Background: an optimization exercise with open tools, aiming at small area. Do not read the settings as production practice.
Function was checked by simulation only, so behaviour that the tests miss may differ from the original.
Power is estimated from default activity; no workload was simulated.

File: design/flow/flow/run.sh
#!/bin/bash
# Layout flow: the standard ORFS flow (standard.sh, unchanged synthesis) with two changes.
#  - The port buffers that global placement inserts on every input and output use the
#    smallest buffer cell (outputs drive a 10 fF load).
#  - Clock tree synthesis uses clkbuf_8 with sink clusters of at most 12 flip-flops within
#    60 um, and no dummy loads.
# The make output goes to standard_flow.log; each ORFS step keeps its own log under orfs/logs.
set -euo pipefail
export BUFFER_PORTS_ARGS="-buffer_cell sky130_fd_sc_hd__buf_1"
export CTS_ARGS="-sink_clustering_enable -repair_clock_nets -dont_use_dummy_load -buf_list sky130_fd_sc_hd__clkbuf_8 -sink_clustering_size 12 -sink_clustering_max_diameter 60"
bash standard.sh > standard_flow.log 2>&1
File: design/flow/standard.sh
#!/bin/bash
# synth_recipe.tcl (not shown) runs the flow's synth.tcl, then flattens the netlist and writes it again
# the make line also repeats each setting of config.mk as NAME=value (left out here)
make -C /OpenROAD-flow-scripts/flow DESIGN_CONFIG=/design/flow/config.mk WORK_HOME=/design/flow/orfs CLKGATE_MAP_FILE= SYNTH_SCRIPT=/design/flow/synth_recipe.tcl "${@:-finish}"
File: design/flow/config.mk
export PLATFORM = sky130hd
export DESIGN_NAME = tpu_mac_core
export DESIGN_NICKNAME = tpu_mac_core
export VERILOG_FILES = /design/flow/design.v
export SDC_FILE = /design/flow/constraint.sdc
export NUM_CORES = 4
export LEC_CHECK = 0
export CAP_MARGIN = 20
export CORE_MARGIN = 2
export CORE_UTILIZATION = 75
export SLEW_MARGIN = 20
File: design/flow/constraint.sdc
create_clock -name core_clock -period 9.2 [get_ports {clk}]
set_input_delay 1.8400 -clock core_clock [delete_from_list [all_inputs] [get_ports {clk}]]
set_output_delay 1.8400 -clock core_clock [all_outputs]
set_load 0.01 [all_outputs]
File: design/flow/design.v
package tpu_mac_pkg;
  localparam int BYTE_W     = 8;
  localparam int WORD_BYTES = 8;
  localparam int ELEM_W     = 16;
  localparam int WORD_W     = 64;
  localparam int CNT_W      = $clog2(WORD_BYTES);
  function automatic logic [ELEM_W-1:0] get_elem(input logic [WORD_W-1:0] word,
                                                 input int unsigned r,
                                                 input int unsigned c);
    get_elem = word[ELEM_W*(2*r+c) +: ELEM_W];
  endfunction
endpackage
module byte_word_assembler
(
  input  logic        clk,
  input  logic [7:0]  datos_in,
  input  logic        wr_strobe,
  input  logic [2:0]  byte_cnt,
  output logic [55:0] stg
);
  always_ff @(posedge clk) begin
    for (int i = 0; i < 7; i++) begin
      if (wr_strobe && byte_cnt == 3'(i))
        stg[8*i +: 8] <= datos_in;
    end
  end
endmodule
module tpu_mac16x8 (
  input  logic [15:0] a,
  input  logic [7:0] x,
  input  logic [15:0] c,
  output logic [15:0] r
);
  wire t1 = ~(a[0] & x[0]);
  wire t2 = ~(a[1] & x[0]);
  wire t3 = ~(a[2] & x[0]);
  wire t4 = ~(a[3] & x[0]);
  wire t5 = ~(a[4] & x[0]);
  wire t6 = ~(a[5] & x[0]);
  wire t7 = ~(a[6] & x[0]);
  wire t8 = ~(a[7] & x[0]);
  wire t9 = ~(a[8] & x[0]);
  wire t10 = ~(a[9] & x[0]);
  wire t11 = ~(a[10] & x[0]);
  wire t12 = ~(a[11] & x[0]);
  wire t13 = ~(a[12] & x[0]);
  wire t14 = ~(a[13] & x[0]);
  wire t15 = ~(a[14] & x[0]);
  wire t16 = ~(a[15] & x[0]);
  wire t17 = ~(a[0] & x[1]);
  wire t18 = ~(a[1] & x[1]);
  wire t19 = ~(a[2] & x[1]);
  wire t20 = ~(a[3] & x[1]);
  wire t21 = ~(a[4] & x[1]);
  wire t22 = ~(a[5] & x[1]);
  wire t23 = ~(a[6] & x[1]);
  wire t24 = ~(a[7] & x[1]);
  wire t25 = ~(a[8] & x[1]);
  wire t26 = ~(a[9] & x[1]);
  wire t27 = ~(a[10] & x[1]);
  wire t28 = ~(a[11] & x[1]);
  wire t29 = ~(a[12] & x[1]);
  wire t30 = ~(a[13] & x[1]);
  wire t31 = ~(a[14] & x[1]);
  wire t32 = ~(a[0] & x[2]);
  wire t33 = ~(a[1] & x[2]);
  wire t34 = ~(a[2] & x[2]);
  wire t35 = ~(a[3] & x[2]);
  wire t36 = ~(a[4] & x[2]);
  wire t37 = ~(a[5] & x[2]);
  wire t38 = ~(a[6] & x[2]);
  wire t39 = ~(a[7] & x[2]);
  wire t40 = ~(a[8] & x[2]);
  wire t41 = ~(a[9] & x[2]);
  wire t42 = ~(a[10] & x[2]);
  wire t43 = ~(a[11] & x[2]);
  wire t44 = ~(a[12] & x[2]);
  wire t45 = ~(a[13] & x[2]);
  wire t46 = ~(a[0] & x[3]);
  wire t47 = ~(a[1] & x[3]);
  wire t48 = ~(a[2] & x[3]);
  wire t49 = ~(a[3] & x[3]);
  wire t50 = ~(a[4] & x[3]);
  wire t51 = ~(a[5] & x[3]);
  wire t52 = ~(a[6] & x[3]);
  wire t53 = ~(a[7] & x[3]);
  wire t54 = ~(a[8] & x[3]);
  wire t55 = ~(a[9] & x[3]);
  wire t56 = ~(a[10] & x[3]);
  wire t57 = ~(a[11] & x[3]);
  wire t58 = ~(a[12] & x[3]);
  wire t59 = ~(a[0] & x[4]);
  wire t60 = ~(a[1] & x[4]);
  wire t61 = ~(a[2] & x[4]);
  wire t62 = ~(a[3] & x[4]);
  wire t63 = ~(a[4] & x[4]);
  wire t64 = ~(a[5] & x[4]);
  wire t65 = ~(a[6] & x[4]);
  wire t66 = ~(a[7] & x[4]);
  wire t67 = ~(a[8] & x[4]);
  wire t68 = ~(a[9] & x[4]);
  wire t69 = ~(a[10] & x[4]);
  wire t70 = ~(a[11] & x[4]);
  wire t71 = ~(a[0] & x[5]);
  wire t72 = ~(a[1] & x[5]);
  wire t73 = ~(a[2] & x[5]);
  wire t74 = ~(a[3] & x[5]);
  wire t75 = ~(a[4] & x[5]);
  wire t76 = ~(a[5] & x[5]);
  wire t77 = ~(a[6] & x[5]);
  wire t78 = ~(a[7] & x[5]);
  wire t79 = ~(a[8] & x[5]);
  wire t80 = ~(a[9] & x[5]);
  wire t81 = ~(a[10] & x[5]);
  wire t82 = ~(a[0] & x[6]);
  wire t83 = ~(a[1] & x[6]);
  wire t84 = ~(a[2] & x[6]);
  wire t85 = ~(a[3] & x[6]);
  wire t86 = ~(a[4] & x[6]);
  wire t87 = ~(a[5] & x[6]);
  wire t88 = ~(a[6] & x[6]);
  wire t89 = ~(a[7] & x[6]);
  wire t90 = ~(a[8] & x[6]);
  wire t91 = ~(a[9] & x[6]);
  wire t92 = ~(a[0] & x[7]);
  wire t93 = ~(a[1] & x[7]);
  wire t94 = ~(a[2] & x[7]);
  wire t95 = ~(a[3] & x[7]);
  wire t96 = ~(a[4] & x[7]);
  wire t97 = ~(a[5] & x[7]);
  wire t98 = ~(a[6] & x[7]);
  wire t99 = ~(a[7] & x[7]);
  wire t100 = ~(a[8] & x[7]);
  wire t101 = c[0] ^ t1;
  wire t102 = c[0] & ~t1;
  wire t103 = ~c[1];
  wire t104 = t103 ^ t2 ^ t17;
  wire t105 = (t103 & t2) | (t17 & (t103 ^ t2));
  wire t106 = t102 ^ t104;
  wire t107 = t102 & ~t104;
  wire t108 = ~c[2];
  wire t109 = t108 ^ t3 ^ t18;
  wire t110 = (t108 & t3) | (t18 & (t108 ^ t3));
  wire t111 = t32 ^ t105 ^ t109;
  wire t112 = (t32 & t105) | (t109 & (t32 ^ t105));
  wire t113 = t107 ^ t111;
  wire t114 = t107 & ~t111;
  wire t115 = ~c[3];
  wire t116 = t115 ^ t4 ^ t19;
  wire t117 = (t115 & t4) | (t19 & (t115 ^ t4));
  wire t118 = t33 ^ t46 ^ t110;
  wire t119 = (t33 & t46) | (t110 & (t33 ^ t46));
  wire t120 = t116 ^ t112 ^ t118;
  wire t121 = (t116 & t112) | (t118 & (t116 ^ t112));
  wire t122 = t114 ^ t120;
  wire t123 = t114 & ~t120;
  wire t124 = ~c[4];
  wire t125 = t124 ^ t5 ^ t20;
  wire t126 = (t124 & t5) | (t20 & (t124 ^ t5));
  wire t127 = t34 ^ t47 ^ t59;
  wire t128 = (t34 & t47) | (t59 & (t34 ^ t47));
  wire t129 = t117 ^ t125 ^ t127;
  wire t130 = (t117 & t125) | (t127 & (t117 ^ t125));
  wire t131 = t119 ^ t129 ^ t121;
  wire t132 = (t119 & t129) | (t121 & (t119 ^ t129));
  wire t133 = t123 ^ t131;
  wire t134 = t123 & ~t131;
  wire t135 = ~c[5];
  wire t136 = t135 ^ t6 ^ t21;
  wire t137 = (t135 & t6) | (t21 & (t135 ^ t6));
  wire t138 = t35 ^ t48 ^ t60;
  wire t139 = (t35 & t48) | (t60 & (t35 ^ t48));
  wire t140 = t71 ^ t126 ^ t128;
  wire t141 = (t71 & t126) | (t128 & (t71 ^ t126));
  wire t142 = t136 ^ t138 ^ t130;
  wire t143 = (t136 & t138) | (t130 & (t136 ^ t138));
  wire t144 = t140 ^ t142 ^ t132;
  wire t145 = (t140 & t142) | (t132 & (t140 ^ t142));
  wire t146 = t134 ^ t144;
  wire t147 = t134 & ~t144;
  wire t148 = ~c[6];
  wire t149 = t148 ^ t7 ^ t22;
  wire t150 = (t148 & t7) | (t22 & (t148 ^ t7));
  wire t151 = t36 ^ t49 ^ t61;
  wire t152 = (t36 & t49) | (t61 & (t36 ^ t49));
  wire t153 = t72 ^ t82 ^ t137;
  wire t154 = (t72 & t82) | (t137 & (t72 ^ t82));
  wire t155 = t139 ^ t149 ^ t151;
  wire t156 = (t139 & t149) | (t151 & (t139 ^ t149));
  wire t157 = t141 ^ t153 ^ t155;
  wire t158 = (t141 & t153) | (t155 & (t141 ^ t153));
  wire t159 = t143 ^ t157 ^ t145;
  wire t160 = (t143 & t157) | (t145 & (t143 ^ t157));
  wire t161 = ~c[7];
  wire t162 = t161 ^ t8 ^ t23;
  wire t163 = (t161 & t8) | (t23 & (t161 ^ t8));
  wire t164 = t37 ^ t50 ^ t62;
  wire t165 = (t37 & t50) | (t62 & (t37 ^ t50));
  wire t166 = t73 ^ t83 ^ t92;
  wire t167 = (t73 & t83) | (t92 & (t73 ^ t83));
  wire t168 = t150 ^ t152 ^ t162;
  wire t169 = (t150 & t152) | (t162 & (t150 ^ t152));
  wire t170 = t164 ^ t166 ^ t154;
  wire t171 = (t164 & t166) | (t154 & (t164 ^ t166));
  wire t172 = t156 ^ t168 ^ t170;
  wire t173 = (t156 & t168) | (t170 & (t156 ^ t168));
  wire t174 = t158 ^ t172;
  wire t175 = ~t158 & ~t172;
  wire t176 = ~c[8];
  wire t177 = t176 ^ t9 ^ t24;
  wire t178 = (t176 & t9) | (t24 & (t176 ^ t9));
  wire t179 = t38 ^ t51 ^ t63;
  wire t180 = (t38 & t51) | (t63 & (t38 ^ t51));
  wire t181 = t74 ^ t84 ^ t93;
  wire t182 = (t74 & t84) | (t93 & (t74 ^ t84));
  wire t183 = t163 ^ t165 ^ t167;
  wire t184 = (t163 & t165) | (t167 & (t163 ^ t165));
  wire t185 = t177 ^ t179 ^ t181;
  wire t186 = (t177 & t179) | (t181 & (t177 ^ t179));
  wire t187 = t169 ^ t183 ^ t185;
  wire t188 = (t169 & t183) | (t185 & (t169 ^ t183));
  wire t189 = t171 ^ t187 ^ t173;
  wire t190 = (t171 & t187) | (t173 & (t171 ^ t187));
  wire t191 = ~c[9];
  wire t192 = t191 ^ t10 ^ t25;
  wire t193 = (t191 & t10) | (t25 & (t191 ^ t10));
  wire t194 = t39 ^ t52 ^ t64;
  wire t195 = (t39 & t52) | (t64 & (t39 ^ t52));
  wire t196 = t75 ^ t85 ^ t94;
  wire t197 = (t75 & t85) | (t94 & (t75 ^ t85));
  wire t198 = t178 ^ t180 ^ t182;
  wire t199 = (t178 & t180) | (t182 & (t178 ^ t180));
  wire t200 = t192 ^ t194 ^ t196;
  wire t201 = (t192 & t194) | (t196 & (t192 ^ t194));
  wire t202 = t184 ^ t186 ^ t198;
  wire t203 = (t184 & t186) | (t198 & (t184 ^ t186));
  wire t204 = t200 ^ t188 ^ t202;
  wire t205 = (t200 & t188) | (t202 & (t200 ^ t188));
  wire t206 = ~c[10];
  wire t207 = t206 ^ t11 ^ t26;
  wire t208 = (t206 & t11) | (t26 & (t206 ^ t11));
  wire t209 = t40 ^ t53 ^ t65;
  wire t210 = (t40 & t53) | (t65 & (t40 ^ t53));
  wire t211 = t76 ^ t86 ^ t95;
  wire t212 = (t76 & t86) | (t95 & (t76 ^ t86));
  wire t213 = t193 ^ t195 ^ t197;
  wire t214 = (t193 & t195) | (t197 & (t193 ^ t195));
  wire t215 = t207 ^ t209 ^ t211;
  wire t216 = (t207 & t209) | (t211 & (t207 ^ t209));
  wire t217 = t199 ^ t201 ^ t213;
  wire t218 = (t199 & t201) | (t213 & (t199 ^ t201));
  wire t219 = t215 ^ t203 ^ t217;
  wire t220 = (t215 & t203) | (t217 & (t215 ^ t203));
  wire t221 = ~c[11];
  wire t222 = t221 ^ t12 ^ t27;
  wire t223 = (t221 & t12) | (t27 & (t221 ^ t12));
  wire t224 = t41 ^ t54 ^ t66;
  wire t225 = (t41 & t54) | (t66 & (t41 ^ t54));
  wire t226 = t77 ^ t87 ^ t96;
  wire t227 = (t77 & t87) | (t96 & (t77 ^ t87));
  wire t228 = t208 ^ t210 ^ t212;
  wire t229 = (t208 & t210) | (t212 & (t208 ^ t210));
  wire t230 = t222 ^ t224 ^ t226;
  wire t231 = (t222 & t224) | (t226 & (t222 ^ t224));
  wire t232 = t214 ^ t216 ^ t228;
  wire t233 = (t214 & t216) | (t228 & (t214 ^ t216));
  wire t234 = t230 ^ t218 ^ t232;
  wire t235 = (t230 & t218) | (t232 & (t230 ^ t218));
  wire t236 = ~c[12];
  wire t237 = t236 ^ t13 ^ t28;
  wire t238 = (t236 & t13) | (t28 & (t236 ^ t13));
  wire t239 = t42 ^ t55 ^ t67;
  wire t240 = (t42 & t55) | (t67 & (t42 ^ t55));
  wire t241 = t78 ^ t88 ^ t97;
  wire t242 = (t78 & t88) | (t97 & (t78 ^ t88));
  wire t243 = t223 ^ t225 ^ t227;
  wire t244 = (t223 & t225) | (t227 & (t223 ^ t225));
  wire t245 = t237 ^ t239 ^ t241;
  wire t246 = (t237 & t239) | (t241 & (t237 ^ t239));
  wire t247 = t229 ^ t231 ^ t243;
  wire t248 = (t229 & t231) | (t243 & (t229 ^ t231));
  wire t249 = t245 ^ t233 ^ t247;
  wire t250 = (t245 & t233) | (t247 & (t245 ^ t233));
  wire t251 = ~c[13];
  wire t252 = t251 ^ t14 ^ t29;
  wire t253 = (t251 & t14) | (t29 & (t251 ^ t14));
  wire t254 = t43 ^ t56 ^ t68;
  wire t255 = (t43 & t56) | (t68 & (t43 ^ t56));
  wire t256 = t79 ^ t89 ^ t98;
  wire t257 = (t79 & t89) | (t98 & (t79 ^ t89));
  wire t258 = t238 ^ t240 ^ t242;
  wire t259 = (t238 & t240) | (t242 & (t238 ^ t240));
  wire t260 = t252 ^ t254 ^ t256;
  wire t261 = (t252 & t254) | (t256 & (t252 ^ t254));
  wire t262 = t244 ^ t246 ^ t258;
  wire t263 = (t244 & t246) | (t258 & (t244 ^ t246));
  wire t264 = t260 ^ t248 ^ t262;
  wire t265 = (t260 & t248) | (t262 & (t260 ^ t248));
  wire t266 = ~c[14];
  wire t267 = t266 ^ t15 ^ t30;
  wire t268 = (t266 & t15) | (t30 & (t266 ^ t15));
  wire t269 = t44 ^ t57 ^ t69;
  wire t270 = (t44 & t57) | (t69 & (t44 ^ t57));
  wire t271 = t80 ^ t90 ^ t99;
  wire t272 = (t80 & t90) | (t99 & (t80 ^ t90));
  wire t273 = t253 ^ t255 ^ t257;
  wire t274 = (t253 & t255) | (t257 & (t253 ^ t255));
  wire t275 = t267 ^ t269 ^ t271;
  wire t276 = (t267 & t269) | (t271 & (t267 ^ t269));
  wire t277 = t259 ^ t261 ^ t273;
  wire t278 = (t259 & t261) | (t273 & (t259 ^ t261));
  wire t279 = t275 ^ t263 ^ t277;
  wire t280 = (t275 & t263) | (t277 & (t275 ^ t263));
  wire t281 = ~c[15];
  wire t282 = t281 ^ t16 ^ t31;
  wire t283 = t45 ^ t58 ^ t70;
  wire t284 = t81 ^ t91 ^ t100;
  wire t285 = t268 ^ t270 ^ t272;
  wire t286 = t282 ^ t283 ^ t284;
  wire t287 = t274 ^ t276 ^ t285;
  wire t288 = t286 ^ t278 ^ t287;
  wire t289 = ~t101;
  wire t290 = ~t106;
  wire t291 = ~t113;
  wire t292 = ~t122;
  wire t293 = ~t133;
  wire t294 = ~t146;
  wire t295 = t147 & ~t159;
  wire t296 = ~(t147 ^ t159);
  wire t297 = ~t160 & t174;
  wire t298 = ~(t160 ^ t174);
  wire t299 = t175 & ~t189;
  wire t300 = ~(t175 ^ t189);
  wire t301 = ~t190 & ~t204;
  wire t302 = t190 ^ t204;
  wire t303 = ~t205 & ~t219;
  wire t304 = t205 ^ t219;
  wire t305 = ~t220 & ~t234;
  wire t306 = t220 ^ t234;
  wire t307 = ~t235 & ~t249;
  wire t308 = t235 ^ t249;
  wire t309 = ~t250 & ~t264;
  wire t310 = t250 ^ t264;
  wire t311 = ~t265 & ~t279;
  wire t312 = t265 ^ t279;
  wire t313 = ~t280 & ~t288;
  wire t314 = t280 ^ t288;
  wire t315 = t297 | (t298 & t295);
  wire t316 = t298 & t296;
  wire t317 = t301 | (t302 & t299);
  wire t318 = t302 & t300;
  wire t319 = t305 | (t306 & t303);
  wire t320 = t306 & t304;
  wire t321 = t309 | (t310 & t307);
  wire t322 = t310 & t308;
  wire t323 = t313 | (t314 & t311);
  wire t324 = t314 & t312;
  wire t325 = t317 | (t318 & t315);
  wire t326 = t318 & t316;
  wire t327 = t321 | (t322 & t319);
  wire t328 = t322 & t320;
  wire t329 = t327 | (t328 & t325);
  wire t330 = t328 & t326;
  wire t331 = t319 | (t320 & t325);
  wire t332 = t320 & t326;
  wire t333 = t323 | (t324 & t329);
  wire t334 = t324 & t330;
  wire t335 = t299 | (t300 & t315);
  wire t336 = t300 & t316;
  wire t337 = t303 | (t304 & t325);
  wire t338 = t304 & t326;
  wire t339 = t307 | (t308 & t331);
  wire t340 = t308 & t332;
  wire t341 = t311 | (t312 & t329);
  wire t342 = t312 & t330;
  wire t343 = t298 ^ t295;
  wire t344 = t300 ^ t315;
  wire t345 = t302 ^ t335;
  wire t346 = t304 ^ t325;
  wire t347 = t306 ^ t337;
  wire t348 = t308 ^ t331;
  wire t349 = t310 ^ t339;
  wire t350 = t312 ^ t329;
  wire t351 = t314 ^ t341;
  assign r[0] = t289;
  assign r[1] = t290;
  assign r[2] = t291;
  assign r[3] = t292;
  assign r[4] = t293;
  assign r[5] = t294;
  assign r[6] = t296;
  assign r[7] = t343;
  assign r[8] = t344;
  assign r[9] = t345;
  assign r[10] = t346;
  assign r[11] = t347;
  assign r[12] = t348;
  assign r[13] = t349;
  assign r[14] = t350;
  assign r[15] = t351;
endmodule
module tpu_sqx (
  input  logic [7:0] y,
  input  logic [7:0] z,
  input  logic sh,
  input  logic [15:0] c,
  output logic [15:0] r
);
  wire t1 = ~(!sh & y[0]);
  wire t2 = ~(!sh & (y[0] & y[1]));
  wire t3 = ~(!sh & y[1]);
  wire t4 = ~(!sh & (y[0] & y[2]));
  wire t5 = ~(!sh & (y[0] & y[3]));
  wire t6 = ~(!sh & (y[1] & y[2]));
  wire t7 = ~(!sh & y[2]);
  wire t8 = ~(!sh & (y[0] & y[4]));
  wire t9 = ~(!sh & (y[1] & y[3]));
  wire t10 = ~(!sh & (y[0] & y[5]));
  wire t11 = ~(!sh & (y[1] & y[4]));
  wire t12 = ~(!sh & (y[2] & y[3]));
  wire t13 = ~(!sh & y[3]);
  wire t14 = ~(!sh & (y[0] & y[6]));
  wire t15 = ~(!sh & (y[1] & y[5]));
  wire t16 = ~(!sh & (y[2] & y[4]));
  wire t17 = ~(!sh & (y[0] & y[7]));
  wire t18 = ~(!sh & (y[1] & y[6]));
  wire t19 = ~(!sh & (y[2] & y[5]));
  wire t20 = ~(!sh & (y[3] & y[4]));
  wire t21 = ~(!sh & y[4]);
  wire t22 = ~(sh ? (y[0] & z[0]) : (y[1] & y[7]));
  wire t23 = ~(!sh & (y[2] & y[6]));
  wire t24 = ~(!sh & (y[3] & y[5]));
  wire t25 = ~(sh ? (y[0] & z[1]) : (y[2] & y[7]));
  wire t26 = ~(sh ? (y[1] & z[0]) : (y[3] & y[6]));
  wire t27 = ~(!sh & (y[4] & y[5]));
  wire t28 = ~(!sh & y[5]);
  wire t29 = ~(sh ? (y[0] & z[2]) : (y[3] & y[7]));
  wire t30 = ~(sh ? (y[1] & z[1]) : (y[4] & y[6]));
  wire t31 = ~(sh & (y[2] & z[0]));
  wire t32 = ~(sh ? (y[0] & z[3]) : (y[4] & y[7]));
  wire t33 = ~(sh ? (y[1] & z[2]) : (y[5] & y[6]));
  wire t34 = ~(sh ? (y[2] & z[1]) : y[6]);
  wire t35 = ~(sh & (y[3] & z[0]));
  wire t36 = ~(sh ? (y[0] & z[4]) : (y[5] & y[7]));
  wire t37 = ~(sh & (y[1] & z[3]));
  wire t38 = ~(sh & (y[2] & z[2]));
  wire t39 = ~(sh & (y[3] & z[1]));
  wire t40 = ~(sh & (y[4] & z[0]));
  wire t41 = ~(sh ? (y[0] & z[5]) : (y[6] & y[7]));
  wire t42 = ~(sh ? (y[1] & z[4]) : y[7]);
  wire t43 = ~(sh & (y[2] & z[3]));
  wire t44 = ~(sh & (y[3] & z[2]));
  wire t45 = ~(sh & (y[4] & z[1]));
  wire t46 = ~(sh & (y[5] & z[0]));
  wire t47 = ~(sh & (y[0] & z[6]));
  wire t48 = ~(sh & (y[1] & z[5]));
  wire t49 = ~(sh & (y[2] & z[4]));
  wire t50 = ~(sh & (y[3] & z[3]));
  wire t51 = ~(sh & (y[4] & z[2]));
  wire t52 = ~(sh & (y[5] & z[1]));
  wire t53 = ~(sh & (y[6] & z[0]));
  wire t54 = c[0] ^ t1;
  wire t55 = c[0] & ~t1;
  wire t56 = c[1] ^ t55;
  wire t57 = c[1] & t55;
  wire t58 = ~c[2];
  wire t59 = t58 ^ t2 ^ t3;
  wire t60 = (t58 & t2) | (t3 & (t58 ^ t2));
  wire t61 = t57 ^ t59;
  wire t62 = t57 & ~t59;
  wire t63 = ~c[3];
  wire t64 = t63 ^ t4 ^ t60;
  wire t65 = (t63 & t4) | (t60 & (t63 ^ t4));
  wire t66 = t62 ^ t64;
  wire t67 = t62 & ~t64;
  wire t68 = ~c[4];
  wire t69 = t68 ^ t5 ^ t6;
  wire t70 = (t68 & t5) | (t6 & (t68 ^ t5));
  wire t71 = t7 ^ t69 ^ t65;
  wire t72 = (t7 & t69) | (t65 & (t7 ^ t69));
  wire t73 = t67 ^ t71;
  wire t74 = t67 & ~t71;
  wire t75 = ~c[5];
  wire t76 = t75 ^ t8 ^ t9;
  wire t77 = (t75 & t8) | (t9 & (t75 ^ t8));
  wire t78 = t70 ^ t76 ^ t72;
  wire t79 = (t70 & t76) | (t72 & (t70 ^ t76));
  wire t80 = t74 ^ t78;
  wire t81 = t74 & ~t78;
  wire t82 = ~c[6];
  wire t83 = t82 ^ t10 ^ t11;
  wire t84 = (t82 & t10) | (t11 & (t82 ^ t10));
  wire t85 = t12 ^ t13 ^ t77;
  wire t86 = (t12 & t13) | (t77 & (t12 ^ t13));
  wire t87 = t83 ^ t85 ^ t79;
  wire t88 = (t83 & t85) | (t79 & (t83 ^ t85));
  wire t89 = ~c[7];
  wire t90 = t89 ^ t14 ^ t15;
  wire t91 = (t89 & t14) | (t15 & (t89 ^ t14));
  wire t92 = t16 ^ t84 ^ t90;
  wire t93 = (t16 & t84) | (t90 & (t16 ^ t84));
  wire t94 = t86 ^ t92;
  wire t95 = ~t86 & ~t92;
  wire t96 = ~c[8];
  wire t97 = t96 ^ t17 ^ t18;
  wire t98 = (t96 & t17) | (t18 & (t96 ^ t17));
  wire t99 = t19 ^ t20 ^ t21;
  wire t100 = (t19 & t20) | (t21 & (t19 ^ t20));
  wire t101 = t91 ^ t97 ^ t99;
  wire t102 = (t91 & t97) | (t99 & (t91 ^ t97));
  wire t103 = t93 ^ t101;
  wire t104 = ~t93 & ~t101;
  wire t105 = ~c[9];
  wire t106 = t105 ^ t22 ^ t23;
  wire t107 = (t105 & t22) | (t23 & (t105 ^ t22));
  wire t108 = t24 ^ t98 ^ t100;
  wire t109 = (t24 & t98) | (t100 & (t24 ^ t98));
  wire t110 = t106 ^ t102 ^ t108;
  wire t111 = (t106 & t102) | (t108 & (t106 ^ t102));
  wire t112 = ~c[10];
  wire t113 = t112 ^ t25 ^ t26;
  wire t114 = (t112 & t25) | (t26 & (t112 ^ t25));
  wire t115 = t27 ^ t28 ^ t107;
  wire t116 = (t27 & t28) | (t107 & (t27 ^ t28));
  wire t117 = t113 ^ t109 ^ t115;
  wire t118 = (t113 & t109) | (t115 & (t113 ^ t109));
  wire t119 = ~c[11];
  wire t120 = t119 ^ t29 ^ t30;
  wire t121 = (t119 & t29) | (t30 & (t119 ^ t29));
  wire t122 = t31 ^ t114 ^ t120;
  wire t123 = (t31 & t114) | (t120 & (t31 ^ t114));
  wire t124 = t116 ^ t122;
  wire t125 = ~t116 & ~t122;
  wire t126 = ~c[12];
  wire t127 = t126 ^ t32 ^ t33;
  wire t128 = (t126 & t32) | (t33 & (t126 ^ t32));
  wire t129 = t34 ^ t35 ^ t121;
  wire t130 = (t34 & t35) | (t121 & (t34 ^ t35));
  wire t131 = t127 ^ t123 ^ t129;
  wire t132 = (t127 & t123) | (t129 & (t127 ^ t123));
  wire t133 = ~c[13];
  wire t134 = t133 ^ t36 ^ t37;
  wire t135 = (t133 & t36) | (t37 & (t133 ^ t36));
  wire t136 = t38 ^ t39 ^ t40;
  wire t137 = (t38 & t39) | (t40 & (t38 ^ t39));
  wire t138 = t128 ^ t134 ^ t136;
  wire t139 = (t128 & t134) | (t136 & (t128 ^ t134));
  wire t140 = t130 ^ t138;
  wire t141 = ~t130 & ~t138;
  wire t142 = ~c[14];
  wire t143 = t142 ^ t41 ^ t42;
  wire t144 = (t142 & t41) | (t42 & (t142 ^ t41));
  wire t145 = t43 ^ t44 ^ t45;
  wire t146 = (t43 & t44) | (t45 & (t43 ^ t44));
  wire t147 = t46 ^ t135 ^ t137;
  wire t148 = (t46 & t135) | (t137 & (t46 ^ t135));
  wire t149 = t143 ^ t145 ^ t139;
  wire t150 = (t143 & t145) | (t139 & (t143 ^ t145));
  wire t151 = t147 ^ t141;
  wire t152 = ~t147 & t141;
  wire t153 = ~c[15];
  wire t154 = t153 ^ t47 ^ t48;
  wire t155 = t49 ^ t50 ^ t51;
  wire t156 = t52 ^ t53 ^ t144;
  wire t157 = t146 ^ t154 ^ t155;
  wire t158 = t148 ^ t156 ^ t157;
  wire t159 = t150 ^ t152;
  wire t160 = ~t54;
  wire t161 = ~t61;
  wire t162 = ~t66;
  wire t163 = ~t73;
  wire t164 = ~t80;
  wire t165 = t81 & ~t87;
  wire t166 = ~(t81 ^ t87);
  wire t167 = ~t88 & t94;
  wire t168 = ~(t88 ^ t94);
  wire t169 = t95 & t103;
  wire t170 = t95 ^ t103;
  wire t171 = t104 & ~t110;
  wire t172 = ~(t104 ^ t110);
  wire t173 = ~t111 & ~t117;
  wire t174 = t111 ^ t117;
  wire t175 = ~t118 & t124;
  wire t176 = ~(t118 ^ t124);
  wire t177 = t125 & ~t131;
  wire t178 = ~(t125 ^ t131);
  wire t179 = ~t132 & t140;
  wire t180 = ~(t132 ^ t140);
  wire t181 = ~t149 & ~t151;
  wire t182 = t149 ^ t151;
  wire t183 = ~t158 & ~t159;
  wire t184 = t158 ^ t159;
  wire t185 = t167 | (t168 & t165);
  wire t186 = t168 & t166;
  wire t187 = t171 | (t172 & t169);
  wire t188 = t172 & t170;
  wire t189 = t175 | (t176 & t173);
  wire t190 = t176 & t174;
  wire t191 = t179 | (t180 & t177);
  wire t192 = t180 & t178;
  wire t193 = t183 | (t184 & t181);
  wire t194 = t184 & t182;
  wire t195 = t187 | (t188 & t185);
  wire t196 = t188 & t186;
  wire t197 = t191 | (t192 & t189);
  wire t198 = t192 & t190;
  wire t199 = t197 | (t198 & t195);
  wire t200 = t198 & t196;
  wire t201 = t189 | (t190 & t195);
  wire t202 = t190 & t196;
  wire t203 = t193 | (t194 & t199);
  wire t204 = t194 & t200;
  wire t205 = t169 | (t170 & t185);
  wire t206 = t170 & t186;
  wire t207 = t173 | (t174 & t195);
  wire t208 = t174 & t196;
  wire t209 = t177 | (t178 & t201);
  wire t210 = t178 & t202;
  wire t211 = t181 | (t182 & t199);
  wire t212 = t182 & t200;
  wire t213 = t168 ^ t165;
  wire t214 = t170 ^ t185;
  wire t215 = t172 ^ t205;
  wire t216 = t174 ^ t195;
  wire t217 = t176 ^ t207;
  wire t218 = t178 ^ t201;
  wire t219 = t180 ^ t209;
  wire t220 = t182 ^ t199;
  wire t221 = t184 ^ t211;
  assign r[0] = t160;
  assign r[1] = t56;
  assign r[2] = t161;
  assign r[3] = t162;
  assign r[4] = t163;
  assign r[5] = t164;
  assign r[6] = t166;
  assign r[7] = t213;
  assign r[8] = t214;
  assign r[9] = t215;
  assign r[10] = t216;
  assign r[11] = t217;
  assign r[12] = t218;
  assign r[13] = t219;
  assign r[14] = t220;
  assign r[15] = t221;
endmodule
module tpu_add16 (
  input  logic [15:0] a,
  input  logic [15:0] b,
  output logic [15:0] s
);
  wire t1 = a[0] ^ b[0];
  wire t2 = a[0] & b[0];
  wire t3 = a[1] ^ b[1] ^ t2;
  wire t4 = (a[1] & b[1]) | (t2 & (a[1] ^ b[1]));
  wire t5 = a[2] ^ b[2] ^ t4;
  wire t6 = (a[2] & b[2]) | (t4 & (a[2] ^ b[2]));
  wire t7 = a[3] ^ b[3] ^ t6;
  wire t8 = (a[3] & b[3]) | (t6 & (a[3] ^ b[3]));
  wire t9 = a[4] ^ b[4] ^ t8;
  wire t10 = (a[4] & b[4]) | (t8 & (a[4] ^ b[4]));
  wire t11 = a[5] ^ b[5] ^ t10;
  wire t12 = (a[5] & b[5]) | (t10 & (a[5] ^ b[5]));
  wire t13 = a[6] ^ b[6] ^ t12;
  wire t14 = (a[6] & b[6]) | (t12 & (a[6] ^ b[6]));
  wire t15 = a[7] ^ b[7] ^ t14;
  wire t16 = (a[7] & b[7]) | (t14 & (a[7] ^ b[7]));
  wire t17 = a[8] ^ b[8] ^ t16;
  wire t18 = (a[8] & b[8]) | (t16 & (a[8] ^ b[8]));
  wire t19 = a[9] ^ b[9] ^ t18;
  wire t20 = (a[9] & b[9]) | (t18 & (a[9] ^ b[9]));
  wire t21 = a[10] ^ b[10] ^ t20;
  wire t22 = (a[10] & b[10]) | (t20 & (a[10] ^ b[10]));
  wire t23 = a[11] ^ b[11] ^ t22;
  wire t24 = (a[11] & b[11]) | (t22 & (a[11] ^ b[11]));
  wire t25 = a[12] ^ b[12] ^ t24;
  wire t26 = (a[12] & b[12]) | (t24 & (a[12] ^ b[12]));
  wire t27 = a[13] ^ b[13] ^ t26;
  wire t28 = (a[13] & b[13]) | (t26 & (a[13] ^ b[13]));
  wire t29 = a[14] ^ b[14] ^ t28;
  wire t30 = (a[14] & b[14]) | (t28 & (a[14] ^ b[14]));
  wire t31 = a[15] ^ b[15] ^ t30;
  assign s[0] = t1;
  assign s[1] = t3;
  assign s[2] = t5;
  assign s[3] = t7;
  assign s[4] = t9;
  assign s[5] = t11;
  assign s[6] = t13;
  assign s[7] = t15;
  assign s[8] = t17;
  assign s[9] = t19;
  assign s[10] = t21;
  assign s[11] = t23;
  assign s[12] = t25;
  assign s[13] = t27;
  assign s[14] = t29;
  assign s[15] = t31;
endmodule
module tpu_mac_core
(
  input  logic              clk,
  input  logic              rst,
  input  logic [tpu_mac_pkg::BYTE_W-1:0] datos_in,
  input  logic              ena_write,
  input  logic              enable_accu,
  input  logic              clear,
  output logic [tpu_mac_pkg::WORD_W-1:0] matrix_a,
  output logic [tpu_mac_pkg::WORD_W-1:0] matrix_b,
  output logic [tpu_mac_pkg::WORD_W-1:0] product,
  output logic [tpu_mac_pkg::WORD_W-1:0] acc_out,
  output logic              word_done,
  output logic              a_loaded
);
  logic wr_d, acc_d, beta;
  logic wr_strobe, acc_strobe;
  logic [2:0] byte_cnt, j;
  logic [2:0] cnt_d;    
  logic [55:0] stg;
  assign wr_strobe  = ena_write & ~wr_d;
  assign acc_strobe = enable_accu & ~acc_d;
  always_ff @(posedge clk) begin
    if (!rst) begin
      wr_d     <= 1'b0;
      acc_d    <= 1'b0;
      beta     <= 1'b0;
      byte_cnt <= '0;
      cnt_d    <= '0;
    end else begin
      cnt_d    <= byte_cnt;
      wr_d     <= ena_write;
      acc_d    <= enable_accu;
      beta     <= wr_strobe;
      if (wr_strobe) byte_cnt <= byte_cnt + 1'b1;
    end
  end
  byte_word_assembler u_asm (
    .clk       (clk),
    .datos_in  (datos_in),
    .wr_strobe (wr_strobe),
    .byte_cnt  (byte_cnt),
    .stg       (stg)
  );
  assign j = cnt_d;
  wire last_a = wr_strobe & (byte_cnt == 3'd7);    
  wire last_b = beta & (byte_cnt == 3'd0);          
  always_ff @(posedge clk) begin
    if (!rst) begin
      matrix_b  <= '0;
      word_done <= 1'b0;
    end else begin
      word_done <= last_a;
      if (last_a) matrix_b <= {datos_in, stg};
    end
  end
  always_ff @(posedge clk) begin
    if (!rst) begin
      matrix_a <= '0;
      a_loaded <= 1'b0;
    end else if (word_done) begin
      if (!a_loaded) begin
        matrix_a <= matrix_b;
        a_loaded <= 1'b1;
      end else begin
        a_loaded <= 1'b0;
      end
    end
  end
  wire [15:0] a00 = matrix_a[15:0],  a01 = matrix_a[31:16];
  wire [15:0] a10 = matrix_a[47:32], a11 = matrix_a[63:48];
  wire [15:0] w00 = stg[15:0], w01 = stg[31:16], w10 = stg[47:32];
  wire [7:0]  s0 = stg[7:0], s1 = stg[15:8], s6 = stg[55:48];
  logic [7:0] x_d;
  always_ff @(posedge clk) x_d <= datos_in;
  wire [7:0] x = beta ? x_d : datos_in;
  logic [15:0] lin00, lin01, lin10, lin11;
  logic [15:0] q00, q01, q10, q11;
  logic [15:0] p00, p01, p10, p11;
  logic [15:0] a0, a1, acc0, acc1;
  always_comb begin
    if (beta) begin
      a0   = j[2] ? w01 : w00;
      a1   = j[1] ? w10 : w00;
      acc0 = (j == 3'd2 || j == 3'd4) ? 16'd0 : (j == 3'd5) ? q00 : q01;
      acc1 = (j == 3'd4) ? 16'd0 : q10;
    end else begin
      a0   = j[2] ? a01 : a00;
      a1   = j[2] ? a11 : a10;
      acc0 = (!j[0] && !j[2]) ? 16'd0 : j[1] ? lin01 : lin00;
      acc1 = (!j[0] && !j[2]) ? 16'd0 : j[1] ? lin11 : lin10;
    end
  end
  wire [15:0] a0s = j[0] ? {a0[7:0], 8'h00} : a0;
  wire [15:0] a1s = j[0] ? {a1[7:0], 8'h00} : a1;
  logic [15:0] r0, r1;
  tpu_mac16x8 u_l0 (.a(a0s), .x(x), .c(acc0), .r(r0));
  tpu_mac16x8 u_l1 (.a(a1s), .x(x), .c(acc1), .r(r1));
  wire [7:0]  y2 = beta ? (j[0] ? s1 : s0) : datos_in;
  wire [7:0]  z2 = beta ? s0 : s6;
  wire [15:0] acc2 = (!beta && j[0]) ? q11 : q00;
  logic [15:0] r2;
  tpu_sqx u_l2 (.y(y2), .z(z2), .sh(j[0]), .c(acc2), .r(r2));
  always_ff @(posedge clk) begin
    if (wr_strobe) begin
      if (!byte_cnt[1]) begin
        lin00 <= r0;
        lin10 <= r1;
      end else begin
        lin01 <= r0;
        lin11 <= r1;
      end
      if (byte_cnt[2] && byte_cnt[1]) q11 <= r2;
    end
    if (beta) begin
      if (j[2] && !j[1]) q00 <= r0;
      else if (j[1]) q01 <= r0;
      if (j[2]) q10 <= r1;
      if (j == 3'd6) q00 <= r2;
    end
  end
  always_ff @(posedge clk) begin
    if (!rst) begin
      p00 <= '0;
      p01 <= '0;
      p10 <= '0;
      p11 <= '0;
    end else if (last_a) begin
      p00 <= lin00;
      p01 <= r0;
      p10 <= lin10;
      p11 <= r1;
    end else if (last_b && !a_loaded) begin
      p00 <= r2;
      p01 <= r0;
      p10 <= r1;
      p11 <= q11;
    end
  end
  assign product = {p11, p10, p01, p00};
  logic [63:0] acc_sum;
  for (genvar e = 0; e < 4; e++) begin : g_acc
    tpu_add16 u_add (.a(acc_out[16*e +: 16]), .b(product[16*e +: 16] & {16{acc_strobe}}),
                     .s(acc_sum[16*e +: 16]));
  end
  always_ff @(posedge clk) begin
    if (!rst) begin
      acc_out <= '0;
    end else if (clear) begin
      acc_out <= '0;
    end else begin
      acc_out <= acc_sum;
    end
  end
endmodule
==> reports/metrics.yaml, run 1 <==
status: "complete, no violations"
p_sw_mw: 1.67
viasPerCell: 6.41
die_w_um: 194
worst_r2r_endpoint: "p10[15]$_SDFFE_PN0P_"
synth_largest_area_cell: "edfxtp_1"
cts_tree: "done"
pwr-share-comb_pct: 29.0
fin_area_um2: 29200
cts_made_buffers: 45
period_share_pct: 94.0
seqPwrFrac_pct: 48.6
ys_warn_count: 2
portBuffers: 270
dr.pass1.iters: 5
synth_top_area_share_pct: 20.4
cts_resized: 0
route.detailed.drc: 0
drive_gt1_share_pct: 7.04
finalHoldViolations: 0
setup_viol: 0
rsz0062_at_grt: "false"
final_cell_mix: "nand2_1 (507), dfxtp_1 (271), buf_1 (269), fa_1 (255), edfxtp_1 (184)"
fin_nets: 3112
synthTopCellsByArea: "edfxtp_1 (20%), dfxtp_1 (20%), fa_1 (19%)"
dp_hpwl_um: 60500
root_buffer: "clkbuf_8"
synth_ff_type: "dfxtp_1"
wirelength_um: 80200
avgRoutedWirePerCell_um: 24.7
skew_ps: 37.2
r2r_start: "cnt_d[2]$_SDFF_PN0_"
layout_commonest_cell: "nand2_1"
clk_latency_ps: 640
fin_cells: 3248
ff2ff_setup_slack_ps: 700
htreeDepth: 2
die-area_um2: 37600
grt_first_pass_wirelength_um: 123000
crit_path_end_kind: "flip-flop"
p_leak_nw: 11.2
drtIter0Drc: 2222
grtUsageTotal_pct: 43.1
syn_nets: 2878
final_max_slew_viol_count: 0
ys_ff_latch: 459
synth-edff-count: 184
async_reset_ff_share_pct: 0
crit_slowest_cell: "fa_1"
power_mw: 4.94
post_dp_cell_area_um2: 28500
critPathLaunch: "datos_in[0]"
die_h_um: 194
fin_crit_ps: 8640
fillers: 2103
crit_fanout: 8
p_int_mw: 3.27
cts_buffer_depth: 3
grt_pass1_vias: 21200
grt_overflow: 0
max_freq_mhz: 116
worst_pin_slew_ps: 1170
syn_to_final_growth_pct: 7.97
netSwitchingFraction_pct: 33.8
path_class: "primary input to flip-flop"
placementRows: 69
antenna_found_initial: 2
power-per-cell-area_nw_per_um2: 169
num_vias: 20800
drtAntennaViolNets: 0
critPathMaxStageDelay_ps: 520
clock_sinks: 459
ctsHoldBuffers: 0
gp_congestion: 0.993
ir_drop_mv: 0.151
clk_pin_slew_ps: 80
grt_max_degree: 135
reg2reg_depth: 31
critPathLaunchType: "primary input"
post-cts-setup-buffers: 0
start_util_pct: 76.0
slew_headroom_pct: 21.8
avgSynthCellArea_um2: 10.6
crit_path_end: "p10[15]$_SDFFE_PN0P_"
final_util_pct: 82.1
pin_count: 271
hold_path.class: "flip-flop to flip-flop"
yosysSeqAreaShare_pct: 40.8
crit_top_cell: "fa_1"
crit_arrival_ps: 9220
postSynthCellCount: 2554
power_frac_clock_pct: 22.4
synth_area_um2: 27000
cp.required_ps: 9770
core-area_um2: 35600
maxCapViolCount: 0
dp_cells: 3201
yosysUniqueCellTypes: 61
## how the worst min path moves through the flow
stage	from	endpoint	slack [ps]	depth (start not counted)
final	p01[7]$_SDFFE_PN0P_	p01[7]$_SDFFE_PN0P_	470	2
after global routing	matrix_b[63]$_SDFFE_PN0P_	matrix_a[63]$_SDFFE_PN0P_	500	2
after CTS	matrix_b[63]$_SDFFE_PN0P_	matrix_a[63]$_SDFFE_PN0P_	480	2
after detailed placement	p01[9]$_SDFFE_PN0P_	p01[9]$_SDFFE_PN0P_	470	2
after global placement	wr_d$_SDFF_PN0_	beta$_SDFF_PN0_	460	1
after floorplan	wr_d$_SDFF_PN0_	beta$_SDFF_PN0_	440	1
## layout make-up
class | count | area [um^2] | area share, %
well taps | 461 | 577 | 1.98
diodes | 1 | 2.50 | 0.00857
inverters | 169 | 636 | 2.18
repair buffers | 339 | 1560 | 5.36
multi-input cells | 1774 | 14800 | 50.5
flip-flops and latches | 459 | 11000 | 37.8
clock buffers | 45 | 619 | 2.12
## power groups by stage
stage	Clock [mW]	Sequential, mW	Combinational, mW
finish	1.10	2.40	1.43
global placement	0	2.44	1.33
global route	1.17	2.41	1.54
detailed placement	0	2.44	1.39
floorplan	0	2.41	0.917
CTS	1.10	2.40	1.41
## synthesized netlist by cell type (all sizes together) (2+ instances only)
cell type  number
a22oi           4
and2          140
o22a            8
a311oi         33
a21oi          54
mux2           23
and3           15
xnor2          39
nand2         508
nor3           10
fa            255
o21ai          18
o32ai           4
a211oi         26
mux4           22
inv           169
dfxtp         275
a31oi           2
nand2b         13
o22ai          19
mux2i         112
a21o           22
nor2b          19
or2            11
xor2           12
or3             6
o21bai          4
buf            46
nor2          181
a211o           3
a21boi        128
ha             56
nand4           2
nand3           7
clkbuf        106
xnor3           4
edfxtp        184
o211ai          8
## through the flow
step	setup TNS [ps]	hold slack, ps	setup WS (ps)
CTS	0	479	580
global placement	0	460	228
finish	0	473	556
detailed placement	-18.2	466	-18.2
floorplan	0	441	740
global route	0	500	173
## worst max-delay path: cells and delay by family
family                     cells  cell delay [ps]
xor gates and xnor gates       6             1460
buffers and inverters          4              420
adders and majority gates      9             3400
AOI/OAI and AO/OA              8             1530
and+or+nand+nor                3              560
## kinds of logic after synthesis
kind of cell | after synthesis | synth area share, %
XOR/XNOR | 55 | 2.02
AO/OA/AOI/OAI | 337 | 8.89
buffers and inverters | 321 | 4.81
multiplexers | 157 | 7.26
adder cells (fa/ha/maj) | 311 | 21.5
AND/OR/NAND/NOR | 914 | 14.7
flip-flops | 459 | 40.8
## per-layer routing
layer  wire length [um]  GRT usage, %  up-vias
met5                 13             0        -
met4               5390          24.5        2
met3               9070          9.38      362
met2              37700          68.8     1479
met1              28000          55.4    10100
li1                   -             -     8855
## state kept, by name (all words and copies together) (netlist names), 56 cells and up
signal and cells:
acc_out 64, matrix_a 64, matrix_b 64, u_asm.stg 56
==> inputs of run 2 (changes only) <==
--- a/design/flow/config.mk
+++ b/design/flow/config.mk
@@ -7,5 +7,5 @@
 export LEC_CHECK = 0
 export CAP_MARGIN = 20
 export CORE_MARGIN = 2
-export CORE_UTILIZATION = 75
+export CORE_UTILIZATION = 65
 export SLEW_MARGIN = 20
==> run 2 against run 1 <==
Worst setup slack gained 100 ps. Via count shrank 2.8%. Routed wire length is essentially flat. Still clean. Sequential share of layout area shrank 0.12 points. Worst hold slack lost 0.98 ps. Critical endpoint unchanged. Critical path type unchanged.
==> reports/metrics.yaml, run 2 <==
clk_pin_slew_ps: 80  # about the same
avgRoutedWirePerCell_um: 24.1  # was 24.7 um
grt_pass1_vias: 20500  # was 21,200
ys_ff_latch: 459  # unchanged
crit_cells: 27  # was 30
start_util_pct: 66.1  # was 76.0%
synthTopCellsByArea: "edfxtp_1 (20%), dfxtp_1 (20%), fa_1 (19%)"  # unchanged
pin_count: 271  # unchanged
critPathMaxStageDelay_ps: 510  # was 520 ps
cts_buffer_depth: 3  # unchanged
seqPwrFrac_pct: 48.9  # was 48.6%
clock_sinks: 459  # unchanged
status: "complete, no violations"  # unchanged
power-per-cell-area_nw_per_um2: 168  # was 169 nW/um^2
crit_arrival_ps: 9040  # was 9220 ps
fillers: 3123  # was 2,103
grt_first_pass_wirelength_um: 122000  # was 123,000 um
cp.required_ps: 9700  # was 9770 ps
drtAntennaViolNets: 0  # unchanged
layout_commonest_cell: "nand2_1"  # unchanged
avgSynthCellArea_um2: 10.6  # unchanged
synth_largest_area_cell: "edfxtp_1"  # unchanged
gp_congestion: 1.00  # was 0.993
worst_pin_slew_ps: 1130  # was 1170 ps
synthAdderAreaFrac_pct: 21.5  # unchanged
portBuffers: 270  # unchanged
fin_nets: 3115  # was 3,112
drtIter0Drc: 2217  # was 2,222
rsz0062_at_grt: "false"  # unchanged
insertedDiodeCount: 0  # was 1
route.detailed.drc: 0  # unchanged
cts_resized: 0  # unchanged
p_sw_mw: 1.66  # was 1.67 mW
ys_warn_count: 2  # unchanged
crit_fanout: 8  # unchanged
final_cell_mix: "nand2_1 (507), dfxtp_1 (271), buf_1 (269), fa_1 (255), edfxtp_1 (184)"  # unchanged
crit_slowest_cell: "fa_1"  # unchanged
async_reset_ff_share_pct: 0  # unchanged
yosysUniqueCellTypes: 61  # unchanged
reg2reg_depth: 26  # was 31
synthTopCellsByCount: "nand2_1 (508), dfxtp_1 (275), fa_1 (255), edfxtp_1 (184), nor2_1 (179)"  # unchanged
htreeDepth: 2  # unchanged
ff2ff_setup_slack_ps: 860  # was 700 ps
r2r_start: "cnt_d[2]$_SDFF_PN0_"  # unchanged
slew_headroom_pct: 24.8  # was 21.8%
p_int_mw: 3.27  # about the same
hold_path.class: "flip-flop to flip-flop"  # unchanged
num_vias: 20200  # was 20,800
synth-edff-count: 184  # unchanged
core-area_um2: 40900  # was 35,600 um^2
multiInputGateArea_um2: 14800  # unchanged
cts_made_buffers: 45  # unchanged
critPathLaunch: "datos_in[0]"  # unchanged
root_buffer: "clkbuf_8"  # unchanged
syn_to_final_growth_pct: 8.33  # was 7.97%
power_frac_clock_pct: 22.4  # about the same
ir_drop_mv: 0.108  # was 0.151 mV
worst_r2r_endpoint: "p10[15]$_SDFFE_PN0P_"  # unchanged
grt_max_degree: 136  # was 135
die_w_um: 208  # was 194 um
fin_cells: 3321  # was 3,248
p_leak_nw: 11.2  # about the same
grtUsageTotal_pct: 37.3  # was 43.1%
crit_path_end_kind: "flip-flop"  # unchanged
synth_mux_area_share_pct: 7.26  # unchanged
tns_ps: 0  # unchanged
placementRows: 74  # was 69
skew_ps: 60.4  # was 37.2 ps
crit_family: "adder cells"  # unchanged
period_share_pct: 92.8  # was 94.0%
synthMostInstantiatedCell: "nand2_1"  # unchanged
dr.pass1.iters: 6  # was 5
setup_viol: 0  # unchanged
grt_overflow: 0  # unchanged
wirelength_um: 80100  # was 80,200 um
synthSimpleGateAreaFrac_pct: 14.7  # unchanged
netSwitchingFraction_pct: 33.7  # was 33.8%
synth_ff_type: "dfxtp_1"  # unchanged
finalHoldViolations: 0  # unchanged
max_freq_mhz: 117  # was 116 MHz
synth_area_um2: 27000  # unchanged
postSynthCellCount: 2554  # unchanged
die_h_um: 208  # was 194 um
cts_tree: "done"  # unchanged
dp_hpwl_um: 61700  # was 60,500 um
antenna_found_initial: 0  # was 2
crit_path_end: "p10[15]$_SDFFE_PN0P_"  # unchanged
crit_buf_inv: 2  # was 4
critPathLaunchType: "primary input"  # unchanged
synth_compound_area_share_pct: 8.89  # unchanged
viasPerCell: 6.09  # was 6.41
fin_crit_ps: 8540  # was 8640 ps
post-cts-setup-buffers: 0  # unchanged
reg.largest.list: "acc_out (64), matrix_a (64), matrix_b (64)"  # unchanged
synth_xor_area_share_pct: 2.02  # unchanged
maxCapViolCount: 0  # unchanged
ctsHoldBuffers: 0  # unchanged
clk_latency_ps: 650  # was 640 ps
die-area_um2: 43200  # was 37,600 um^2
pwr-share-comb_pct: 28.7  # was 29.0%
syn_nets: 2878  # unchanged
synth_top_family_by_area: "adder cells"  # unchanged
yosysSeqAreaShare_pct: 40.8  # unchanged
final_max_slew_viol_count: 0  # unchanged
synth_top_area_share_pct: 20.4  # unchanged
path_class: "primary input to flip-flop"  # unchanged
regArea_um2: 11000  # unchanged
drive_gt1_share_pct: 7.14  # was 7.04%
dp_cells: 3276  # was 3,201
## run 2: cell counts after synthesis
Identical to the previous run, type by type.
## run 2: metal layers
metal  wire length, um  GRT usage, %  up-vias
met5                 0         0.222        -
met4              3880          15.6        0
met3              6940          6.55      223
met2             39100          61.9     1034
met1             30300          48.9    10100
li1                  -             -     8843
## run 2: metrics by stage
stage	instance area (um^2)	total power, mW	util, %	worst slack [ps]	hold WS [ps]
6_report	29300	4.92	71.6	661	472
4_1_cts	29300	4.92	71.6	749	478
3_5_place_dp	28700	3.85	70.0	102	468
3_3_place_gp	28700	3.79	70.0	212	461
2_1_floorplan	27000	3.33	-	740	441
5_1_grt	29300	5.12	71.6	357	504
## run 2: area by class of cell
cell class	count	share of cell area (%)
multi-input combinational	1774	50.4
sequential	459	37.7
timing repair buffer	342	5.37
tap	532	2.27
inverter	169	2.17
clock buffer	45	2.11
## run 2: how the worst min path moves through the flow
stage                         startpoint                         to  cells after the start
2_1_floorplan            wr_d$_SDFF_PN0_            beta$_SDFF_PN0_                      1
3_3_place_gp   matrix_b[63]$_SDFFE_PN0P_  matrix_a[63]$_SDFFE_PN0P_                      2
3_5_place_dp   matrix_b[63]$_SDFFE_PN0P_  matrix_b[63]$_SDFFE_PN0P_                      2
4_1_cts        matrix_b[63]$_SDFFE_PN0P_  matrix_b[63]$_SDFFE_PN0P_                      2
5_1_grt              p01[9]$_SDFFE_PN0P_        p01[9]$_SDFFE_PN0P_                      2
6_report       matrix_b[59]$_SDFFE_PN0P_  matrix_a[59]$_SDFFE_PN0P_                      2
## run 2: logic make-up (layout without fill, tap and decap cells)
kind of cell               Yosys count  after routing
xor gates and xnor gates            55             55
AOI/OAI and AO/OA                  337            337
adders and majority gates          311            311
DFF                                459            459
and+or+nand+nor                    914            914
muxes                              157            157
buffers and inverters              321            556
## run 2: power groups by stage
stage	sequential [mW]	combinational [mW]	clock, mW
after floorplan	2.41	0.917	0
after global placement	2.45	1.34	0
after detailed placement	2.46	1.39	0
after CTS	2.41	1.40	1.11
after global routing	2.42	1.53	1.18
final	2.41	1.41	1.10
## run 2: worst register-to-register path: stages (launching register included)
cell      delay [ps]
dfxtp_2          730
buf_4            330
a211oi_1         130
a211oi_2         940
nand2_1          180
fa_1             550
fa_1             450
fa_1             500
inv_1             50
fa_1             450
ha_1             200
fa_1             400
a21o_1           200
a21o_1           200
a21o_1           170
a21o_1           190
a21o_1           170
a21o_1           180
fa_1             400
xnor2_1          200
xnor2_1          150
xnor2_1          160
xnor2_1          160
xnor3_1          390
xnor3_1          450
nor3_1            70
o21a_1           200
==> inputs of run 3 (changes only) <==
==> design/flow/run.sh (new file) <==
#!/bin/bash
# synth_recipe.tcl (not shown) runs the flow's synth.tcl, then flattens the netlist and writes it again
# the make line also repeats each setting of config.mk as NAME=value (left out here)
make -C /OpenROAD-flow-scripts/flow DESIGN_CONFIG=/design/flow/config.mk WORK_HOME=/design/flow/orfs CLKGATE_MAP_FILE= SYNTH_SCRIPT=/design/flow/synth_recipe.tcl finish
--- a/design/flow/config.mk
+++ b/design/flow/config.mk
@@ -8,4 +8,7 @@
 export CAP_MARGIN = 20
 export CORE_MARGIN = 2
 export CORE_UTILIZATION = 65
+export CTS_BUF_LIST = sky130_fd_sc_hd__clkbuf_8
+export CTS_CLUSTER_DIAMETER = 60
+export CTS_CLUSTER_SIZE = 12
 export SLEW_MARGIN = 20
removed: design/flow/flow/run.sh
removed: design/flow/standard.sh
==> run 3 against run 2 <==
Largest cell class unchanged. Global-route usage increased by 0.80 points. Highest routed layer unchanged. Core utilization is 4.9 points higher. Sequential share of layout area fell by 2.4 points. Non-clock buffer count grew 9.
==> reports/metrics.yaml, run 3 <==
status: "complete, no violations"  # unchanged
r2r_start: "beta$_SDFF_PN0_"  # was cnt_d[2]$_SDFF_PN0_
async_reset_ff_share_pct: 0  # unchanged
grt_overflow: 0  # unchanged
max_freq_mhz: 114  # was 117 MHz
clk_latency_ps: 650  # about the same
setup_viol: 0  # unchanged
route.detailed.drc: 0  # unchanged
drive_gt1_share_pct: 7.76  # was 7.14%
rsz0062_at_grt: "false"  # unchanged
final_util_pct: 76.5  # was 71.6%
die-area_um2: 43200  # unchanged
viasPerCell: 6.12  # was 6.09
avgRoutedWirePerCell_um: 24.3  # was 24.1 um
grtUsageMet2_pct: 60.7  # was 61.9%
p_sw_mw: 1.73  # was 1.66 mW
final_cell_mix: "nand2_1 (507), dfxtp_1 (271), clkdlybuf4s50_1 (269), fa_1 (255), inv_1 (192)"  # was nand2_1 (507), dfxtp_1 (271), buf_1 (269), fa_1 (255), edfxtp_1 (184)
cts_buffer_depth: 3  # unchanged
cts_resized: 0  # unchanged
period_share_pct: 95.7  # was 92.8%
insertedDiodeCount: 0  # unchanged
hold_slack_ps: 468  # was 472 ps
crit_arrival_ps: 9390  # was 9040 ps
fin_cells: 3366  # was 3,321
power_frac_clock_pct: 24.8  # was 22.4%
clock_sinks: 459  # unchanged
final_max_slew_viol_count: 0  # unchanged
critPathMaxStageDelay_ps: 510  # about the same
fin_crit_ps: 8810  # was 8540 ps
synth-edff-count: 184  # unchanged
synth_top_area_share_pct: 20.4  # unchanged
dp_hpwl_um: 62000  # was 61,700 um
yosysUniqueCellTypes: 61  # unchanged
crit_fanout: 6  # was 8
syn_to_final_growth_pct: 15.8  # was 8.33%
fin_area_um2: 31300  # was 29,300 um^2
critPathLaunchType: "primary input"  # unchanged
cp.required_ps: 9780  # was 9700 ps
portBuffers: 270  # unchanged
maxCapViolCount: 0  # unchanged
core-area_um2: 40900  # unchanged
pin_count: 271  # unchanged
grtUsageTotal_pct: 38.1  # was 37.3%
slew_headroom_pct: 38.8  # was 24.8%
grt_pass1_vias: 20900  # was 20,500
drtIter0Drc: 2388  # was 2,217
grt-busiest-layer: "met2"  # unchanged
dr.pass1.iters: 5  # was 6
pwr-share-comb_pct: 28.4  # was 28.7%
gp_congestion: 0.986  # was 1.00
cts_tree: "done"  # unchanged
worst_pin_slew_ps: 912  # was 1130 ps
reg2reg_depth: 27  # was 26
grt_max_degree: 126  # was 136
reg.largest.list: "acc_out (64), matrix_a (64), matrix_b (64)"  # unchanged
clk_pin_slew_ps: 90  # was 80 ps
path_class: "primary input to flip-flop"  # unchanged
synthTopCellsByArea: "edfxtp_1 (20%), dfxtp_1 (20%), fa_1 (19%)"  # unchanged
postSynthCellCount: 2554  # unchanged
crit_slowest_cell: "fa_1"  # unchanged
ys_warn_count: 2  # unchanged
syn_nets: 2878  # unchanged
synth_largest_area_cell: "edfxtp_1"  # unchanged
root_buffer: "clkbuf_8"  # unchanged
ys_ff_latch: 459  # unchanged
post_dp_cell_area_um2: 30400  # was 28,700 um^2
use_met1_pct: 50.7  # was 48.9%
avgSynthCellArea_um2: 10.6  # unchanged
ff2ff_setup_slack_ps: 830  # was 860 ps
critPathLaunch: "datos_in[0]"  # unchanged
ir_drop_mv: 0.125  # was 0.108 mV
ctsHoldBuffers: 0  # unchanged
post-cts-setup-buffers: 0  # unchanged
seqPwrFrac_pct: 46.8  # was 48.9%
crit_path_end: "p10[15]$_SDFFE_PN0P_"  # unchanged
power-per-cell-area_nw_per_um2: 164  # was 168 nW/um^2
hold_path.class: "flip-flop to flip-flop"  # unchanged
wirelength_um: 81800  # was 80,100 um
die_w_um: 208  # unchanged
p_leak_nw: 12.0  # was 11.2 nW
power_mw: 5.14  # was 4.92 mW
antenna_found_initial: 1  # was 0
layout_commonest_cell: "nand2_1"  # unchanged
p_int_mw: 3.41  # was 3.27 mW
synthTopCellsByCount: "nand2_1 (508), dfxtp_1 (275), fa_1 (255), edfxtp_1 (184), nor2_1 (179)"  # unchanged
worst_r2r_endpoint: "p10[15]$_SDFFE_PN0P_"  # unchanged
dp_cells: 3284  # was 3,276
yosysSeqAreaShare_pct: 40.8  # unchanged
placementRows: 74  # unchanged
synthMostInstantiatedCell: "nand2_1"  # unchanged
drtAntennaViolNets: 0  # unchanged
synth_ff_type: "dfxtp_1"  # unchanged
grt_first_pass_wirelength_um: 125000  # was 122,000 um
die_h_um: 208  # unchanged
finalHoldViolations: 0  # unchanged
synth_area_um2: 27000  # unchanged
cts_made_buffers: 47  # was 45
grtUsageMet3_pct: 6.81  # was 6.55%
crit_top_cell: "fa_1"
htreeDepth: 2  # unchanged
num_vias: 20600  # was 20,200
fin_nets: 3126  # was 3,115
netSwitchingFraction_pct: 33.6  # was 33.7%
skew_ps: 26.9  # was 60.4 ps
start_util_pct: 66.1  # unchanged
crit_path_end_kind: "flip-flop"  # unchanged
-- run 3: cell types whose count changed in the layout (fill, tap and decap cells not counted), sizes merged --
cell	change
clkbuf	+1
bufinv	+2
buf	-259
clkinvlp	+1
clkdlybuf4s50	+269
inv	+28
clkinv	+3
-- run 3: stage by stage --
stage / worst slack, ps / TNS [ps]
2_1_floorplan: 740 / 0
3_3_place_gp: -131 / -420
3_5_place_dp: -200 / -763
4_1_cts: 457 / 0
5_1_grt: 52.8 / 0
6_report: 394 / 0
-- run 3: layer usage --
metal	routed length [um]	vias up	part of all wire (%)
met5	0	-	0
met4	4640	0	5.7
met2	38600	1234	47
li1	-	8893	-
met3	7680	259	9.4
met1	30900	10200	38
-- run 3: kinds of logic (layout without fill, tap and decap cells) --
family / Yosys count / in the layout / share of synthesized area (%)
buffers and inverters: 321 / 601 / 4.81
DFF: 459 / 459 / 40.8
xor gates and xnor gates: 55 / 55 / 2.02
and+or+nand+nor: 914 / 914 / 14.7
AOI/OAI and AO/OA: 337 / 337 / 8.89
muxes: 157 / 157 / 7.26
adders and majority gates: 311 / 311 / 21.5
-- run 3: cell type report --
cell class                      instances  area [um^2]
Fill cell                            2842         9630
Clock buffer                           47          647
Sequential cell                       459        11000
Clock inverter                         34          210
Multi-Input combinational cell       1774        14800
Tap cell                              532          666
Inverter                              169          634
Timing Repair Buffer                  351         3340
-- run 3: worst min path at each step --
stage	startpoint	endpoint	depth (start not counted)
after floorplan	wr_d$_SDFF_PN0_	beta$_SDFF_PN0_	1
final	matrix_b[63]$_SDFFE_PN0P_	matrix_a[63]$_SDFFE_PN0P_	2
after global placement	matrix_b[63]$_SDFFE_PN0P_	matrix_a[63]$_SDFFE_PN0P_	2
after CTS	matrix_b[63]$_SDFFE_PN0P_	matrix_a[63]$_SDFFE_PN0P_	2
after global routing	matrix_b[63]$_SDFFE_PN0P_	matrix_a[63]$_SDFFE_PN0P_	2
after detailed placement	p01[5]$_SDFFE_PN0P_	p01[5]$_SDFFE_PN0P_	2
-- run 3: power by group through the flow --
stage | Sequential (mW) | Clock, mW | Combinational (mW)
2_1_floorplan | 2.41 | 0 | 0.917
3_3_place_gp | 2.45 | 0 | 1.39
3_5_place_dp | 2.45 | 0 | 1.44
4_1_cts | 2.40 | 1.28 | 1.45
5_1_grt | 2.41 | 1.36 | 1.59
6_report | 2.41 | 1.28 | 1.46
-- run 3: critical path, delay by kind of cell --
kind                     cells  cell delay [ps]
adder cells (fa/ha/maj)      9             3330
AND/OR/NAND/NOR              3              540
buffers and inverters        4              750
XOR/XNOR                     6             1430
AO/OA/AOI/OAI                8             1500

==> re-timing with driven ports <==
The flow's constraints put no driver on any port. The routed layouts listed below were extracted and timed again, unchanged, in two steps. Step 1 sets driving cells, clkbuf_16 on the clock port and buf_2 on the other inputs (assumed; they add their load-dependent delay and slew). Step 2 moves the port delays by t, midway between the first and last clock arrival at a register: inputs arrive t later, outputs are due t later. That takes back most of the time a late clock gives input paths. Slacks: ideal ports / drivers / drivers and shift; pairs: ideal ports / drivers.
run	shift t [ns]	setup slack, ns	worst setup path after step 2	worst data-port slew with drivers (ns)	pins driven straight from the clock port
run 1	0.673	0.556 / 0.577 / -0.097	input to register	0.04	1
run 2	0.675	0.661 / 0.687 / 0.012	input to register	0.05	1
run 3	0.695	0.394 / 0.427 / -0.268	input to register	0.05	1
Met with ideal ports but missed after step 2: setup timing in run 1 and run 3. For run 3, which loses most, drivers alone change the setup slack by +0.033 ns; drivers and shift together by -0.662 ns.
